This is an optimization exercise on Yosys and OpenROAD, whose aim is small area and a short achievable clock period, not a production implementation. The RTL was checked by simulation tests, not by an equivalence proof against the original design. No activity file was given, so power comes from the tool's default toggle rates.

==> build 89 <==
Design decodeStage, start of the top module:
module decodeStage (
	input logic CLK,
	input logic RESET,
	input logic FREEZE,
	input logic BUBBLE,
	input logic [31:0] instr,
	input logic [31:0] pc,
	input logic [31:0] r2Input,
	input logic wbEnable,
	input logic [4:0] wbAddr,
	input logic [31:0] wbData,
	output logic [31:0] exOpA,
	output logic [31:0] exOpB,
	output logic [31:0] exRtData,
	output logic [4:0] exWriteReg,
	output logic [4:0] exRsAddr,
	output logic [4:0] exRtAddr,
	output logic [4:0] exShamt,
	output logic [31:0] exImm,
	output logic [5:0] exAluOp,
	output logic exAluSrc,
	output logic exMemRead,
	output logic exMemWrite,
	output logic exMemToReg,
	output logic exDoWriteback,
	output logic exTakenBranch,
	output logic sysCall,
	output logic illegalInstr,
	output logic [31:0] nextPc,
	output logic takenBranch,
	output logic [31:0] r2Value
);
	localparam logic [2:0] brLez = 3'd3;
	localparam logic [2:0] brGtz = 3'd4;
	localparam logic [2:0] brLtz = 3'd5;
	localparam logic [2:0] brGez = 3'd6;
	localparam logic [1:0] jmpNone = 2'd0;
	localparam logic [1:0] jmpImm = 2'd1;
	localparam logic [4:0] linkReg = 5'd31;	 
	localparam logic [31:0] linkOffset = 32'd4;
	logic cLink;
  ...
==> flow/config.mk <==
export PLATFORM = sky130hd
export DESIGN_NAME = decodeStage
export DESIGN_NICKNAME = decodeStage
export VERILOG_FILES = /design/flow/design.v
export SDC_FILE = /design/flow/constraint.sdc
export NUM_CORES = 4
export LEC_CHECK = 0
export CAP_MARGIN = 20
export CORE_MARGIN = 2
export CORE_UTILIZATION = 45
export SETUP_SLACK_MARGIN = 0.3
export SLEW_MARGIN = 20
==> flow/constraint.sdc <==
create_clock -name core_clock -period 8.0 [get_ports {CLK}]
set_input_delay 1.6000 -clock core_clock [delete_from_list [all_inputs] [get_ports {CLK}]]
set_output_delay 1.6000 -clock core_clock [all_outputs]
set_load 0.01 [all_outputs]
run.sh (not shown) runs the stock make flow with config.mk's settings and CLKGATE_MAP_FILE= SYNTH_SCRIPT=/design/flow/synth_recipe.tcl, a recipe that flattens the netlist after the stock synthesis.
==> build 43: changes against build 89 <==
--- a/flow/design.v
+++ b/flow/design.v
@@ -171,77 +171,129 @@
 endmodule
 `timescale 1ns/1ns
 module registerFile (
 	input logic CLK,
 	input logic [4:0] rsAddr,
 	input logic [4:0] rtAddr,
-	output logic [31:0] rsData,
-	output logic [31:0] rtData,
+	output logic [31:0] rsDataN,	 
+	output logic [31:0] rtDataN,
 	output logic [31:0] r2Value,	 
 	input logic wbEnable,
 	input logic [4:0] wbAddr,
 	input logic [31:0] wbData
 );
-	logic [31:0] regs [0:31];
-	always_ff @(posedge CLK) begin
-		if (wbEnable && (wbAddr != 5'd0)) begin
-			regs[wbAddr] <= wbData;
+	logic [31:0] regs [1:31];
+	logic [31:1] rsSel;
+	logic [31:1] rtSel;
+	logic [32*31-1:0] regsFlat;
+	genvar i;
+	generate
+		for (i = 1; i < 32; i = i + 1) begin : g_reg
+			always_ff @(posedge CLK) begin
+				if (wbEnable && (wbAddr == i)) begin
+					regs[i] <= ~wbData;
+				end
+			end
+			assign rsSel[i] = (rsAddr == i);
+			assign rtSel[i] = (rtAddr == i);
+			assign regsFlat[(i-1)*32 +: 32] = regs[i];
 		end
+	endgenerate
+	readPort u_rs (.selN(~rsSel), .regsFlatN(regsFlat), .dataN(rsDataN));
+	readPort u_rt (.selN(~rtSel), .regsFlatN(regsFlat), .dataN(rtDataN));
+	assign r2Value = ~regs[2];	 
+endmodule
+module readPort (
+	input logic [31:1] selN,
+	input logic [32*31-1:0] regsFlatN,
+	output logic [31:0] dataN
+);
+	logic [31:0] data;
+	always_comb begin
+		data = 32'd0;
+		for (int k = 1; k < 32; k = k + 1)
+			data = data | (~regsFlatN[(k-1)*32 +: 32] & {32{~selN[k]}});
 	end
-	assign rsData = (rsAddr == 5'd0) ? 32'd0 : regs[rsAddr];
-	assign rtData = (rtAddr == 5'd0) ? 32'd0 : regs[rtAddr];
-	assign r2Value = regs[2];	 
+	assign dataN = ~data;
 endmodule
 `timescale 1ns/1ns
 module branchResolver (
 	input logic [2:0] branch,
 	input logic [1:0] jump,
 	input logic [31:0] instr,
 	input logic [31:0] pc,	 
-	input logic [31:0] rsData,
-	input logic [31:0] rtData,
+	input logic [31:0] rsDataN,	 
+	input logic [31:0] rtDataN,
 	output logic takenBranch,
 	output logic [31:0] nextPc
 );
 	localparam logic [2:0] brEq = 3'd1;
 	localparam logic [2:0] brNe = 3'd2;
 	localparam logic [2:0] brLez = 3'd3;
 	localparam logic [2:0] brGtz = 3'd4;
 	localparam logic [2:0] brLtz = 3'd5;
 	localparam logic [2:0] brGez = 3'd6;
 	localparam logic [1:0] jmpNone = 2'd0;
 	localparam logic [1:0] jmpImm = 2'd1;
 	localparam logic [1:0] jmpReg = 2'd2;
-	logic signed [31:0] rsSigned;
 	logic condMet;
 	logic [31:0] branchOffset;
 	logic [31:0] branchTarget;
 	logic [31:0] jumpTarget;
-	assign rsSigned = rsData;
+	logic [31:0] basePc;
+	logic rsEqRt;
+	logic rsZero;
+	logic rsNeg;
+	logic condOther;
+	logic condIfEq;
+	logic condIfNe;
 	assign branchOffset = {{14{instr[15]}}, instr[15:0], 2'b00};	 
 	assign branchTarget = pc + branchOffset;
 	assign jumpTarget = {pc[31:28], instr[25:0], 2'b00};	 
-	always_comb begin
-		case (branch)
-			brEq: condMet = (rsData == rtData);
-			brNe: condMet = (rsData != rtData);
-			brLez: condMet = (rsSigned <= 0);
-			brGtz: condMet = (rsSigned > 0);
-			brLtz: condMet = (rsSigned < 0);
-			brGez: condMet = (rsSigned >= 0);
-			default: condMet = 1'b0;
-		endcase
-	end
+	wordEqual u_eq (.aN(rsDataN), .bN(rtDataN), .eq(rsEqRt));
+	assign rsZero = &rsDataN;
+	assign rsNeg = ~rsDataN[31];
+	assign condOther = ((branch == brLez) && (rsNeg || rsZero))
+		|| ((branch == brGtz) && !rsNeg && !rsZero)
+		|| ((branch == brLtz) && rsNeg)
+		|| ((branch == brGez) && !rsNeg);
+	assign condIfEq = (branch == brEq) || condOther;
+	assign condIfNe = (branch == brNe) || condOther;
+	bitSelect u_cond (.sel(rsEqRt), .a(condIfEq), .b(condIfNe), .y(condMet));
 	assign takenBranch = condMet || (jump != jmpNone);
 	always_comb begin
 		case (jump)
-			jmpImm: nextPc = jumpTarget;
-			jmpReg: nextPc = rsData;
-			default: nextPc = condMet ? branchTarget : pc;	 
+			jmpImm: basePc = jumpTarget;
+			jmpReg: basePc = ~rsDataN;
+			default: basePc = pc;	 
 		endcase
 	end
+	wordSelect u_pc (.sel(condMet), .a(branchTarget), .b(basePc), .y(nextPc));
+endmodule
+module wordEqual (
+	input logic [31:0] aN,
+	input logic [31:0] bN,
+	output logic eq
+);
+	assign eq = (aN == bN);
+endmodule
+module bitSelect (
+	input logic sel,
+	input logic a,
+	input logic b,
+	output logic y
+);
+	assign y = sel ? a : b;
+endmodule
+module wordSelect (
+	input logic sel,
+	input logic [31:0] a,
+	input logic [31:0] b,
+	output logic [31:0] y
+);
+	assign y = sel ? a : b;
 endmodule
 `timescale 1ns/1ns
 module decodeStage (
 	input logic CLK,
 	input logic RESET,
 	input logic FREEZE,
@@ -291,23 +343,26 @@
 	logic cRegWrite;
 	logic cSysCall;
 	logic cIllegal;
 	logic [2:0] cBranch;
 	logic [1:0] cJump;
 	logic [5:0] cAluOp;
+	logic exLink;
+	logic exImmHi;
 	logic [31:0] nOpA;
-	logic [31:0] nOpB;
 	logic [4:0] nWriteReg;
 	logic [4:0] nRsAddr;
 	logic [4:0] nRtAddr;
 	logic [31:0] nImm;
 	logic [4:0] rsField;
 	logic [4:0] rtField;
 	logic [4:0] rdField;
 	logic [31:0] rsData;
 	logic [31:0] rtData;
+	logic [31:0] rsDataN;
+	logic [31:0] rtDataN;
 	logic rsUnused;
 	logic rtUnused;
 	assign rsField = instr[25:21];
 	assign rtField = instr[20:16];
 	assign rdField = instr[15:11];
 	instrDecoder u0 (
@@ -327,99 +382,102 @@
 		.aluOp(cAluOp)
 	);
 	registerFile u1 (
 		.CLK(CLK),
 		.rsAddr(rsField),
 		.rtAddr(rtField),
-		.rsData(rsData),
-		.rtData(rtData),
+		.rsDataN(rsDataN),
+		.rtDataN(rtDataN),
 		.r2Value(r2Value),
 		.wbEnable(wbEnable),
 		.wbAddr(wbAddr),
 		.wbData(wbData)
 	);
 	branchResolver u2 (
 		.branch(cBranch),
 		.jump(cJump),
 		.instr(instr),
 		.pc(pc),
-		.rsData(rsData),
-		.rtData(rtData),
+		.rsDataN(rsDataN),
+		.rtDataN(rtDataN),
 		.takenBranch(takenBranch),
 		.nextPc(nextPc)
 	);
+	assign rsData = ~rsDataN;
+	assign rtData = ~rtDataN;
 	assign rsUnused = cLink || cSysCall || cIllegal || (cJump == jmpImm);
 	assign rtUnused = cAluSrc || cLink || cSysCall || cIllegal
 		|| (cJump != jmpNone) || (cBranch == brLez) || (cBranch == brGtz)
 		|| (cBranch == brLtz) || (cBranch == brGez);
 	always_comb begin
 		nOpA = cLink ? pc : (cSysCall ? r2Input : rsData);
-		nOpB = cLink ? linkOffset : (cSysCall ? 32'd0 : rtData);
 		if (cRegDst)
 			nWriteReg = rdField;
 		else if (cLink)
 			nWriteReg = linkReg;
 		else if (cSysCall || cIllegal)
 			nWriteReg = 5'd0;
 		else
 			nWriteReg = rtField;
 		nRsAddr = rsUnused ? 5'd0 : rsField;
 		nRtAddr = rtUnused ? 5'd0 : rtField;
 		nImm = cSignExt ? {{16{instr[15]}}, instr[15:0]} : {16'd0, instr[15:0]};
 	end
+	assign exAluOp[5] = 1'b0;
+	assign exMemToReg = exMemRead;
+	assign exShamt = exImm[10:6];
+	assign exImm[31:16] = {16{exImmHi}};
+	assign exOpB = exLink ? linkOffset : (sysCall ? 32'd0 : exRtData);
 	always_ff @(posedge CLK or negedge RESET) begin
 		if (!RESET) begin
 			exOpA <= 32'd0;
-			exOpB <= 32'd0;
+			exLink <= 1'b0;
 			exRtData <= 32'd0;
 			exWriteReg <= 5'd0;
 			exRsAddr <= 5'd0;
 			exRtAddr <= 5'd0;
-			exShamt <= 5'd0;
-			exImm <= 32'd0;
-			exAluOp <= 6'd0;
+			exImm[15:0] <= 16'd0;
+			exImmHi <= 1'b0;
+			exAluOp[4:0] <= 5'd0;
 			exAluSrc <= 1'b0;
 			exMemRead <= 1'b0;
 			exMemWrite <= 1'b0;
-			exMemToReg <= 1'b0;
 			exDoWriteback <= 1'b0;
 			exTakenBranch <= 1'b0;
 			sysCall <= 1'b0;
 			illegalInstr <= 1'b0;
 		end else if (BUBBLE) begin
 			exOpA <= 32'd0;
-			exOpB <= 32'd0;
+			exLink <= 1'b0;
 			exRtData <= 32'd0;
 			exWriteReg <= 5'd0;
 			exRsAddr <= 5'd0;
 			exRtAddr <= 5'd0;
-			exShamt <= 5'd0;
-			exImm <= 32'd0;
-			exAluOp <= 6'd0;
+			exImm[15:0] <= 16'd0;
+			exImmHi <= 1'b0;
+			exAluOp[4:0] <= 5'd0;
 			exAluSrc <= 1'b0;
 			exMemRead <= 1'b0;
 			exMemWrite <= 1'b0;
-			exMemToReg <= 1'b0;
 			exDoWriteback <= 1'b0;
 			exTakenBranch <= 1'b0;
 			sysCall <= 1'b0;
 			illegalInstr <= 1'b0;
 		end else if (!FREEZE) begin
 			exOpA <= nOpA;
-			exOpB <= nOpB;
+			exLink <= cLink;
 			exRtData <= rtData;	 
 			exWriteReg <= nWriteReg;
 			exRsAddr <= nRsAddr;
 			exRtAddr <= nRtAddr;
-			exShamt <= instr[10:6];
-			exImm <= nImm;
-			exAluOp <= cAluOp;
+			exImm[15:0] <= nImm[15:0];
+			exImmHi <= nImm[31];
+			exAluOp[4:0] <= cAluOp[4:0];
 			exAluSrc <= cAluSrc;
 			exMemRead <= cMemRead;
 			exMemWrite <= cMemWrite;
-			exMemToReg <= cMemToReg;
 			exDoWriteback <= cRegWrite || cMemToReg;
 			exTakenBranch <= takenBranch;
 			sysCall <= cSysCall;
 			illegalInstr <= cIllegal;
 		end
 	end
==> flow/flow/run.sh (new file) <==
#!/bin/bash
set -euo pipefail
CTS="-sink_clustering_enable -repair_clock_nets -dont_use_dummy_load"
CTS="$CTS -buf_list {sky130_fd_sc_hd__clkbuf_16} -sink_clustering_size 25 -sink_clustering_max_diameter 105"
ARGS=("BUFFER_PORTS_ARGS=-buffer_cell sky130_fd_sc_hd__buf_1" "CTS_ARGS=$CTS")
bash standard.sh "${ARGS[@]}" synth floorplan place > standard_place.log 2>&1
bash standard.sh "${ARGS[@]}" SETUP_SLACK_MARGIN=1.0 cts > standard_cts.log 2>&1
bash standard.sh "${ARGS[@]}" SETUP_SLACK_MARGIN=0.75 finish > standard.log 2>&1
==> flow/standard.sh (new file) <==
#!/bin/bash
# synth_recipe.tcl (not shown) runs the flow's synth.tcl, then flattens the netlist and writes it again
# the make line also repeats each setting of config.mk as NAME=value (left out here)
make -C /OpenROAD-flow-scripts/flow DESIGN_CONFIG=/design/flow/config.mk WORK_HOME=/design/flow/orfs CLKGATE_MAP_FILE= SYNTH_SCRIPT=/design/flow/synth_recipe.tcl "${@:-finish}"
--- a/flow/config.mk
+++ b/flow/config.mk
@@ -7,6 +7,7 @@
 export LEC_CHECK = 0
 export CAP_MARGIN = 20
 export CORE_MARGIN = 2
 export CORE_UTILIZATION = 45
 export SETUP_SLACK_MARGIN = 0.3
 export SLEW_MARGIN = 20
+export SYNTH_HIERARCHICAL = 1
removed: flow/run.sh
==> build 30: changes against build 89 <==
--- a/flow/design.v
+++ b/flow/design.v
@@ -171,77 +171,129 @@
 endmodule
 `timescale 1ns/1ns
 module registerFile (
 	input logic CLK,
 	input logic [4:0] rsAddr,
 	input logic [4:0] rtAddr,
-	output logic [31:0] rsData,
-	output logic [31:0] rtData,
+	output logic [31:0] rsDataN,	 
+	output logic [31:0] rtDataN,
 	output logic [31:0] r2Value,	 
 	input logic wbEnable,
 	input logic [4:0] wbAddr,
 	input logic [31:0] wbData
 );
-	logic [31:0] regs [0:31];
-	always_ff @(posedge CLK) begin
-		if (wbEnable && (wbAddr != 5'd0)) begin
-			regs[wbAddr] <= wbData;
+	logic [31:0] regs [1:31];
+	logic [31:1] rsSel;
+	logic [31:1] rtSel;
+	logic [32*31-1:0] regsFlat;
+	genvar i;
+	generate
+		for (i = 1; i < 32; i = i + 1) begin : g_reg
+			always_ff @(posedge CLK) begin
+				if (wbEnable && (wbAddr == i)) begin
+					regs[i] <= ~wbData;
+				end
+			end
+			assign rsSel[i] = (rsAddr == i);
+			assign rtSel[i] = (rtAddr == i);
+			assign regsFlat[(i-1)*32 +: 32] = regs[i];
 		end
+	endgenerate
+	readPort u_rs (.selN(~rsSel), .regsFlatN(regsFlat), .dataN(rsDataN));
+	readPort u_rt (.selN(~rtSel), .regsFlatN(regsFlat), .dataN(rtDataN));
+	assign r2Value = ~regs[2];	 
+endmodule
+module readPort (
+	input logic [31:1] selN,
+	input logic [32*31-1:0] regsFlatN,
+	output logic [31:0] dataN
+);
+	logic [31:0] data;
+	always_comb begin
+		data = 32'd0;
+		for (int k = 1; k < 32; k = k + 1)
+			data = data | (~regsFlatN[(k-1)*32 +: 32] & {32{~selN[k]}});
 	end
-	assign rsData = (rsAddr == 5'd0) ? 32'd0 : regs[rsAddr];
-	assign rtData = (rtAddr == 5'd0) ? 32'd0 : regs[rtAddr];
-	assign r2Value = regs[2];	 
+	assign dataN = ~data;
 endmodule
 `timescale 1ns/1ns
 module branchResolver (
 	input logic [2:0] branch,
 	input logic [1:0] jump,
 	input logic [31:0] instr,
 	input logic [31:0] pc,	 
-	input logic [31:0] rsData,
-	input logic [31:0] rtData,
+	input logic [31:0] rsDataN,	 
+	input logic [31:0] rtDataN,
 	output logic takenBranch,
 	output logic [31:0] nextPc
 );
 	localparam logic [2:0] brEq = 3'd1;
 	localparam logic [2:0] brNe = 3'd2;
 	localparam logic [2:0] brLez = 3'd3;
 	localparam logic [2:0] brGtz = 3'd4;
 	localparam logic [2:0] brLtz = 3'd5;
 	localparam logic [2:0] brGez = 3'd6;
 	localparam logic [1:0] jmpNone = 2'd0;
 	localparam logic [1:0] jmpImm = 2'd1;
 	localparam logic [1:0] jmpReg = 2'd2;
-	logic signed [31:0] rsSigned;
 	logic condMet;
 	logic [31:0] branchOffset;
 	logic [31:0] branchTarget;
 	logic [31:0] jumpTarget;
-	assign rsSigned = rsData;
+	logic [31:0] basePc;
+	logic rsEqRt;
+	logic rsZero;
+	logic rsNeg;
+	logic condOther;
+	logic condIfEq;
+	logic condIfNe;
 	assign branchOffset = {{14{instr[15]}}, instr[15:0], 2'b00};	 
 	assign branchTarget = pc + branchOffset;
 	assign jumpTarget = {pc[31:28], instr[25:0], 2'b00};	 
-	always_comb begin
-		case (branch)
-			brEq: condMet = (rsData == rtData);
-			brNe: condMet = (rsData != rtData);
-			brLez: condMet = (rsSigned <= 0);
-			brGtz: condMet = (rsSigned > 0);
-			brLtz: condMet = (rsSigned < 0);
-			brGez: condMet = (rsSigned >= 0);
-			default: condMet = 1'b0;
-		endcase
-	end
+	wordEqual u_eq (.aN(rsDataN), .bN(rtDataN), .eq(rsEqRt));
+	assign rsZero = &rsDataN;
+	assign rsNeg = ~rsDataN[31];
+	assign condOther = ((branch == brLez) && (rsNeg || rsZero))
+		|| ((branch == brGtz) && !rsNeg && !rsZero)
+		|| ((branch == brLtz) && rsNeg)
+		|| ((branch == brGez) && !rsNeg);
+	assign condIfEq = (branch == brEq) || condOther;
+	assign condIfNe = (branch == brNe) || condOther;
+	bitSelect u_cond (.sel(rsEqRt), .a(condIfEq), .b(condIfNe), .y(condMet));
 	assign takenBranch = condMet || (jump != jmpNone);
 	always_comb begin
 		case (jump)
-			jmpImm: nextPc = jumpTarget;
-			jmpReg: nextPc = rsData;
-			default: nextPc = condMet ? branchTarget : pc;	 
+			jmpImm: basePc = jumpTarget;
+			jmpReg: basePc = ~rsDataN;
+			default: basePc = pc;	 
 		endcase
 	end
+	wordSelect u_pc (.sel(condMet), .a(branchTarget), .b(basePc), .y(nextPc));
+endmodule
+module wordEqual (
+	input logic [31:0] aN,
+	input logic [31:0] bN,
+	output logic eq
+);
+	assign eq = (aN == bN);
+endmodule
+module bitSelect (
+	input logic sel,
+	input logic a,
+	input logic b,
+	output logic y
+);
+	assign y = sel ? a : b;
+endmodule
+module wordSelect (
+	input logic sel,
+	input logic [31:0] a,
+	input logic [31:0] b,
+	output logic [31:0] y
+);
+	assign y = sel ? a : b;
 endmodule
 `timescale 1ns/1ns
 module decodeStage (
 	input logic CLK,
 	input logic RESET,
 	input logic FREEZE,
@@ -291,23 +343,26 @@
 	logic cRegWrite;
 	logic cSysCall;
 	logic cIllegal;
 	logic [2:0] cBranch;
 	logic [1:0] cJump;
 	logic [5:0] cAluOp;
+	logic exLink;
+	logic exImmHi;
 	logic [31:0] nOpA;
-	logic [31:0] nOpB;
 	logic [4:0] nWriteReg;
 	logic [4:0] nRsAddr;
 	logic [4:0] nRtAddr;
 	logic [31:0] nImm;
 	logic [4:0] rsField;
 	logic [4:0] rtField;
 	logic [4:0] rdField;
 	logic [31:0] rsData;
 	logic [31:0] rtData;
+	logic [31:0] rsDataN;
+	logic [31:0] rtDataN;
 	logic rsUnused;
 	logic rtUnused;
 	assign rsField = instr[25:21];
 	assign rtField = instr[20:16];
 	assign rdField = instr[15:11];
 	instrDecoder u0 (
@@ -327,99 +382,102 @@
 		.aluOp(cAluOp)
 	);
 	registerFile u1 (
 		.CLK(CLK),
 		.rsAddr(rsField),
 		.rtAddr(rtField),
-		.rsData(rsData),
-		.rtData(rtData),
+		.rsDataN(rsDataN),
+		.rtDataN(rtDataN),
 		.r2Value(r2Value),
 		.wbEnable(wbEnable),
 		.wbAddr(wbAddr),
 		.wbData(wbData)
 	);
 	branchResolver u2 (
 		.branch(cBranch),
 		.jump(cJump),
 		.instr(instr),
 		.pc(pc),
-		.rsData(rsData),
-		.rtData(rtData),
+		.rsDataN(rsDataN),
+		.rtDataN(rtDataN),
 		.takenBranch(takenBranch),
 		.nextPc(nextPc)
 	);
+	assign rsData = ~rsDataN;
+	assign rtData = ~rtDataN;
 	assign rsUnused = cLink || cSysCall || cIllegal || (cJump == jmpImm);
 	assign rtUnused = cAluSrc || cLink || cSysCall || cIllegal
 		|| (cJump != jmpNone) || (cBranch == brLez) || (cBranch == brGtz)
 		|| (cBranch == brLtz) || (cBranch == brGez);
 	always_comb begin
 		nOpA = cLink ? pc : (cSysCall ? r2Input : rsData);
-		nOpB = cLink ? linkOffset : (cSysCall ? 32'd0 : rtData);
 		if (cRegDst)
 			nWriteReg = rdField;
 		else if (cLink)
 			nWriteReg = linkReg;
 		else if (cSysCall || cIllegal)
 			nWriteReg = 5'd0;
 		else
 			nWriteReg = rtField;
 		nRsAddr = rsUnused ? 5'd0 : rsField;
 		nRtAddr = rtUnused ? 5'd0 : rtField;
 		nImm = cSignExt ? {{16{instr[15]}}, instr[15:0]} : {16'd0, instr[15:0]};
 	end
+	assign exAluOp[5] = 1'b0;
+	assign exMemToReg = exMemRead;
+	assign exShamt = exImm[10:6];
+	assign exImm[31:16] = {16{exImmHi}};
+	assign exOpB = exLink ? linkOffset : (sysCall ? 32'd0 : exRtData);
 	always_ff @(posedge CLK or negedge RESET) begin
 		if (!RESET) begin
 			exOpA <= 32'd0;
-			exOpB <= 32'd0;
+			exLink <= 1'b0;
 			exRtData <= 32'd0;
 			exWriteReg <= 5'd0;
 			exRsAddr <= 5'd0;
 			exRtAddr <= 5'd0;
-			exShamt <= 5'd0;
-			exImm <= 32'd0;
-			exAluOp <= 6'd0;
+			exImm[15:0] <= 16'd0;
+			exImmHi <= 1'b0;
+			exAluOp[4:0] <= 5'd0;
 			exAluSrc <= 1'b0;
 			exMemRead <= 1'b0;
 			exMemWrite <= 1'b0;
-			exMemToReg <= 1'b0;
 			exDoWriteback <= 1'b0;
 			exTakenBranch <= 1'b0;
 			sysCall <= 1'b0;
 			illegalInstr <= 1'b0;
 		end else if (BUBBLE) begin
 			exOpA <= 32'd0;
-			exOpB <= 32'd0;
+			exLink <= 1'b0;
 			exRtData <= 32'd0;
 			exWriteReg <= 5'd0;
 			exRsAddr <= 5'd0;
 			exRtAddr <= 5'd0;
-			exShamt <= 5'd0;
-			exImm <= 32'd0;
-			exAluOp <= 6'd0;
+			exImm[15:0] <= 16'd0;
+			exImmHi <= 1'b0;
+			exAluOp[4:0] <= 5'd0;
 			exAluSrc <= 1'b0;
 			exMemRead <= 1'b0;
 			exMemWrite <= 1'b0;
-			exMemToReg <= 1'b0;
 			exDoWriteback <= 1'b0;
 			exTakenBranch <= 1'b0;
 			sysCall <= 1'b0;
 			illegalInstr <= 1'b0;
 		end else if (!FREEZE) begin
 			exOpA <= nOpA;
-			exOpB <= nOpB;
+			exLink <= cLink;
 			exRtData <= rtData;	 
 			exWriteReg <= nWriteReg;
 			exRsAddr <= nRsAddr;
 			exRtAddr <= nRtAddr;
-			exShamt <= instr[10:6];
-			exImm <= nImm;
-			exAluOp <= cAluOp;
+			exImm[15:0] <= nImm[15:0];
+			exImmHi <= nImm[31];
+			exAluOp[4:0] <= cAluOp[4:0];
 			exAluSrc <= cAluSrc;
 			exMemRead <= cMemRead;
 			exMemWrite <= cMemWrite;
-			exMemToReg <= cMemToReg;
 			exDoWriteback <= cRegWrite || cMemToReg;
 			exTakenBranch <= takenBranch;
 			sysCall <= cSysCall;
 			illegalInstr <= cIllegal;
 		end
 	end
==> flow/flow/run.sh (new file) <==
#!/bin/bash
set -euo pipefail
CTS="-sink_clustering_enable -repair_clock_nets -dont_use_dummy_load"
CTS="$CTS -buf_list {sky130_fd_sc_hd__clkbuf_16} -sink_clustering_size 25 -sink_clustering_max_diameter 105"
ARGS=("BUFFER_PORTS_ARGS=-buffer_cell sky130_fd_sc_hd__buf_1" "CTS_ARGS=$CTS")
bash standard.sh "${ARGS[@]}" synth floorplan place > standard_place.log 2>&1
bash standard.sh "${ARGS[@]}" SETUP_SLACK_MARGIN=1.0 cts > standard_cts.log 2>&1
bash standard.sh "${ARGS[@]}" finish > standard.log 2>&1
==> flow/standard.sh (new file) <==
#!/bin/bash
# synth_recipe.tcl (not shown) runs the flow's synth.tcl, then flattens the netlist and writes it again
# the make line also repeats each setting of config.mk as NAME=value (left out here)
make -C /OpenROAD-flow-scripts/flow DESIGN_CONFIG=/design/flow/config.mk WORK_HOME=/design/flow/orfs CLKGATE_MAP_FILE= SYNTH_SCRIPT=/design/flow/synth_recipe.tcl "${@:-finish}"
--- a/flow/config.mk
+++ b/flow/config.mk
@@ -5,8 +5,10 @@
 export SDC_FILE = /design/flow/constraint.sdc
 export NUM_CORES = 4
 export LEC_CHECK = 0
 export CAP_MARGIN = 20
 export CORE_MARGIN = 2
 export CORE_UTILIZATION = 45
+export GPL_ROUTABILITY_DRIVEN = 0
 export SETUP_SLACK_MARGIN = 0.3
 export SLEW_MARGIN = 20
+export SYNTH_HIERARCHICAL = 1
removed: flow/run.sh
==> notes <==
- The highest via count belongs to build 43, the lowest to build 89.
- In flip-flop and latch count, build 43 and build 30 do not differ.
- The lowest utilization belongs to build 30, the highest to build 89.
- In area after synthesis, build 43 and build 30 do not differ.
- The highest maximum frequency belongs to build 43, the lowest to build 89.
- Against build 89, the total power of build 43 is lower by 26%.
- In build 89 the routed wire length is smaller than in build 43, by about 6%.
- Between build 89 and build 43, the lower synthesized cell count is in build 89 (gap about 20%, measured against build 43).
- Of build 30 and build 89, build 89 has the higher combinational power (gap about 30%, measured against build 89).
- Register-to-register slack: build 89 < build 30 < build 43.
- The highest non-clock buffer count belongs to build 89, the lowest to build 30.

[what the ideal ports hide]
No port has a modelled driver above. Below, the same layouts with a new extraction and two added sets of constraints. Step 1 sets driving cells, clkbuf_16 on the clock port and buf_2 on the other inputs (assumed; they add their load-dependent delay and slew). Step 2 adds t to the input delays and takes it off the output delays; t is the mean of the earliest and latest rising clock arrival at the registers after step 1. Input paths then give back, and output paths get back, about the clock's delay inside the block. Three values: ideal, step 1, step 2; two values: the first two.
run	shift t [ns]	setup slack, ns	cell pins on the clock port's net
build 89	0.829	0.299 / 0.123 / 0.123	1
build 43	0.764	0.757 / 0.689 / 0.689	1
build 30	0.751	0.499 / 0.446 / 0.446	1
After both steps setup and hold are still met in every run listed. For build 89, which loses most, drivers alone change the setup slack by -0.176 ns; drivers and shift together by -0.176 ns.
